This design comes from an exercise in tuning for small area on the open sky130 flow, not from production work. In this exercise RTL edits were held to simulation tests only and were not proved equivalent to the original. The clock port is modelled as an ideal driver; clocking choices that lean on that would not hold on a real chip. Power and IR drop assume default switching activity.

==> inputs of ember <==
// speckle_sensor_controller
module speckle_sensor_controller
#(
    parameter int COLS    = DEF_COLS,
    parameter int ROWS    = DEF_ROWS,
    parameter int NB_DATA = DEF_NB_DATA,
    parameter int CLK_DIV = DEF_CLK_DIV
) (
    input  logic               clk,
    input  logic               i_rst,
    input  logic               i_start,
    input  logic               i_mode,       
    input  logic [NB_DATA-1:0] i_adc_val,
    input  logic               i_adc_done,
    input  logic [NB_DATA-1:0] i_umbral,
    output logic               o_adc_trigger,
    output logic               o_chip_col_data,
    output logic               o_chip_col_clk,
    output logic               o_chip_key_wren,
    output logic               o_busy,
    output logic               o_done
);
export LEC_CHECK = 0
export CAP_MARGIN = 20
export CORE_MARGIN = 2
export CORE_UTILIZATION = 60
export CTS_BUF_LIST = sky130_fd_sc_hd__clkbuf_16
export CTS_CLUSTER_DIAMETER = 80
export CTS_CLUSTER_SIZE = 32
export PLACE_DENSITY = 0.64
export SLEW_MARGIN = 20
create_clock -name core_clock -period 10.0 [get_ports {clk}]
standard.sh (not shown) runs the stock make flow with config.mk's settings and CLKGATE_MAP_FILE= SYNTH_SCRIPT=/design/flow/synth_recipe.tcl, a recipe that flattens the netlist after the stock synthesis.
==> flow/flow/run.sh <==
#!/bin/bash
# The standard layout (standard.sh: ORFS from synthesis to finish) with
# these changes, all outside ORFS's scripts:
#  - each port gets a sky130_fd_sc_hd__buf_1 as its buffer (ORFS's default pick
#    here is the larger clkdlybuf4s50_1);
#  - clock tree synthesis clusters up to 36 flip-flops per leaf buffer and adds
#    no dummy loads to the leaf clock nets;
#  - after the cts step, post_cts.tcl splits any leaf clock net whose estimated
#    clock-pin slew is over 121 ps in two, each half with its own leaf buffer.
# Each tool's output goes to a log here: standard_cts.log, post_cts.log and
# standard_finish.log (make), with ORFS's per-step logs under orfs/logs/.
set -euo pipefail
here=$(pwd)
export BUFFER_PORTS_ARGS="-buffer_cell sky130_fd_sc_hd__buf_1"
export CTS_ARGS="-sink_clustering_enable -repair_clock_nets -buf_list sky130_fd_sc_hd__clkbuf_16 -sink_clustering_size 36 -sink_clustering_max_diameter 80 -dont_use_dummy_load"
bash standard.sh cts > standard_cts.log 2>&1
RESULTS="$here/orfs/results/$FLOW_PLATFORM/speckle_sensor_controller/base" \
LIB="$FLOW_HOME/platforms/$FLOW_PLATFORM/lib/sky130_fd_sc_hd__tt_025C_1v80.lib" \
PLATFORM_DIR="$FLOW_HOME/platforms/$FLOW_PLATFORM" \
SPLIT_SLEW_NS=0.121 \
  openroad -no_init -exit "$here/flow/post_cts.tcl" > post_cts.log 2>&1
bash standard.sh finish > standard_finish.log 2>&1
==> flow/flow/post_cts.tcl <==
# After ORFS's cts step: split any leaf clock net whose estimated flip-flop
# clock-pin slew is over SPLIT_SLEW_NS (see split_leaves.tcl), legalize, and
# write the result back as the cts step's database for the later steps.
set results $::env(RESULTS)
read_liberty $::env(LIB)
read_db $results/4_1_cts.odb
read_sdc $results/4_cts.sdc
source $::env(PLATFORM_DIR)/setRC.tcl
set_propagated_clock [all_clocks]
source [file dirname [info script]]/split_leaves.tcl
set n [split_slow_leaves $::env(SPLIT_SLEW_NS) 3]
puts "post_cts: $n leaf nets split"
if {$n > 0} {
  check_placement -verbose
  write_db $results/4_1_cts.odb
}
estimate_parasitics -placement
set w 0
foreach p [get_pins -hierarchical */CLK] { set s [clk_sink_slew $p]; if {$s > $w} {set w $s} }
puts "post_cts: worst estimated clock-pin slew [format %.1f [expr {$w * 1000}]] ps"
==> flow/flow/split_leaves.tcl <==
# Split leaf clock nets whose estimated clock-pin slew is over a limit: half of
# the net's flip-flops (the half farther along the net's longer side) move to a
# new buffer of the same cell, driven by the same parent net and placed at the
# centre of the flip-flops it drives. Both buffers then sit at the centre of
# their own flip-flops. Expects the design loaded, with the SDC and RC set.
proc clk_sink_slew {pin} {
  set w 0
  foreach e {rise fall} { foreach an {min max} {
    set s [get_property $pin slew_${an}_$e]
    if {$s > $w} {set w $s}
  }}
  return $w
}

proc leaf_worst {net} {
  set w 0
  foreach p [get_pins -of_objects $net -filter "direction==input"] {
    set s [clk_sink_slew $p]
    if {$s > $w} {set w $s}
  }
  return $w
}

proc place_at_centre {inst iterms} {
  set block [ord::get_db_block]
  set sx 0; set sy 0; set n 0
  foreach it $iterms {
    set bb [[$it getInst] getBBox]
    set sx [expr {$sx + ([$bb xMin] + [$bb xMax]) / 2}]
    set sy [expr {$sy + ([$bb yMin] + [$bb yMax]) / 2}]
    incr n
  }
  if {$n == 0} return
  $inst setLocation [expr {$sx / $n}] [expr {$sy / $n}]
  $inst setPlacementStatus PLACED
}

proc split_leaf {bufname idx} {
  set block [ord::get_db_block]
  set buf [$block findInst $bufname]
  set master [$buf getMaster]
  set out [$buf findITerm X]
  set in [$buf findITerm A]
  set onet [$out getNet]
  set pnet [$in getNet]
  set sinks {}
  foreach it [$onet getITerms] {
    if {[$it isOutputSignal]} continue
    set bb [[$it getInst] getBBox]
    lappend sinks [list [expr {([$bb xMin] + [$bb xMax]) / 2}] [expr {([$bb yMin] + [$bb yMax]) / 2}] $it]
  }
  set xs {}; set ys {}
  foreach s $sinks { lappend xs [lindex $s 0]; lappend ys [lindex $s 1] }
  set dx [expr {[tcl::mathfunc::max {*}$xs] - [tcl::mathfunc::min {*}$xs]}]
  set dy [expr {[tcl::mathfunc::max {*}$ys] - [tcl::mathfunc::min {*}$ys]}]
  set k [expr {$dx >= $dy ? 0 : 1}]
  set sinks [lsort -integer -index $k $sinks]
  set half [expr {[llength $sinks] / 2}]
  set keep {}; set move {}
  foreach s [lrange $sinks 0 [expr {$half - 1}]] { lappend keep [lindex $s 2] }
  foreach s [lrange $sinks $half end] { lappend move [lindex $s 2] }
  set nname "clknet_leaf_split_${idx}"
  set iname "clkbuf_leaf_split_${idx}"
  set nnet [odb::dbNet_create $block $nname]
  $nnet setSigType CLOCK
  set ninst [odb::dbInst_create $block $master $iname]
  [$ninst findITerm A] connect $pnet
  [$ninst findITerm X] connect $nnet
  foreach it $move { $it disconnect; $it connect $nnet }
  place_at_centre $ninst $move
  place_at_centre $buf $keep
  return [list $iname $nname]
}

proc split_slow_leaves {limit rounds} {
  set idx 0
  for {set r 0} {$r < $rounds} {incr r} {
    estimate_parasitics -placement
    set todo {}
    foreach inst [get_cells -hierarchical clkbuf_leaf*] {
      set onet [get_nets -of_objects [get_pins -of_objects $inst -filter "direction==output"]]
      set w [leaf_worst $onet]
      if {$w > $limit} { lappend todo [list [get_full_name $inst] $w] }
    }
    puts "split round $r: [llength $todo] leaf nets over [expr {$limit * 1000}] ps"
    if {[llength $todo] == 0} break
    foreach t $todo {
      puts "  split [lindex $t 0] ([format %.1f [expr {[lindex $t 1] * 1000}]] ps)"
      split_leaf [lindex $t 0] $idx
      incr idx
    }
    detailed_placement
  }
  return $idx
}
==> inputs of juniper, as changes to ember <==
==> flow/run.sh (new file) <==
#!/bin/bash
# synth_recipe.tcl (not shown) runs the flow's synth.tcl, then flattens the netlist and writes it again
# the make line also repeats each setting of config.mk as NAME=value (left out here)
make -C /OpenROAD-flow-scripts/flow DESIGN_CONFIG=/design/flow/config.mk WORK_HOME=/design/flow/orfs CLKGATE_MAP_FILE= SYNTH_SCRIPT=/design/flow/synth_recipe.tcl finish
Settings changed: CTS_CLUSTER_SIZE 32 to 30.
removed: flow/flow/run.sh
removed: flow/flow/post_cts.tcl
removed: flow/flow/split_leaves.tcl
removed: flow/standard.sh
==> results.txt <==
* Detailed Route Iter0 Violations at 2,580
* DP Wirelength at 85,000 µm
* CP max stage delay at 0.60 ns
* Non-Clock Buffer Count at 53
* Status: finished clean
* Vias in the first global route at 54,600
* Clock Skews at 0.0423 ns
* CTS clock-pin slew for the worst setup and hold paths at 0.10 ns
(the above is from juniper)
==> results.txt <==
* CP max stage delay at 0.58 ns
* Non-Clock Buffer Count at 65
* Status: finished clean
* Clock Skews at 0.0804 ns
* Synthesis-stage register bit count at 6,995
* DP Wirelength at 86,300 µm
* Least-Margin Pin Slew at 1.11 ns
* Hold path depth at 0
* Finished Layout Cells at 11,600
* Detailed Route Iter0 Violations at 2,704
* P_clk at 11.3 mW
* R2R depth at 4
* Vias in the first global route at 53,600
* Setup bufs post-CTS at 0
* CTS clock-pin slew for the worst setup and hold paths at 0.12 ns
(the above is from ember)

==> static timing again, ports no longer ideal <==
The results above use ideal ports. As a check the final layouts listed here were re-extracted and re-timed, cells and wires unchanged. Step 1: set_driving_cell puts a clkbuf_16 on clk and a buf_2 on each other input, an assumption about the parent block. Step 2, shift: input delay + t, output delay - t, t = (earliest + latest rising clock arrival at the registers) / 2. This alone moves slack from input paths to output paths. a / b / c = ideal / step 1 / step 2; a / b = the first two.
run	t (ns)	slack for setup (ns)	worst setup path at the end	pins driven straight from the clock port
ember	0.922	5.883 / 5.798 / 5.730	input to register	1
juniper	0.982	5.340 / 5.254 / 5.274	input to register	1
After both steps every run listed still meets setup and hold. The setup slack of ember, which loses most, moves by -0.085 ns with the drivers and by -0.153 ns with both steps.
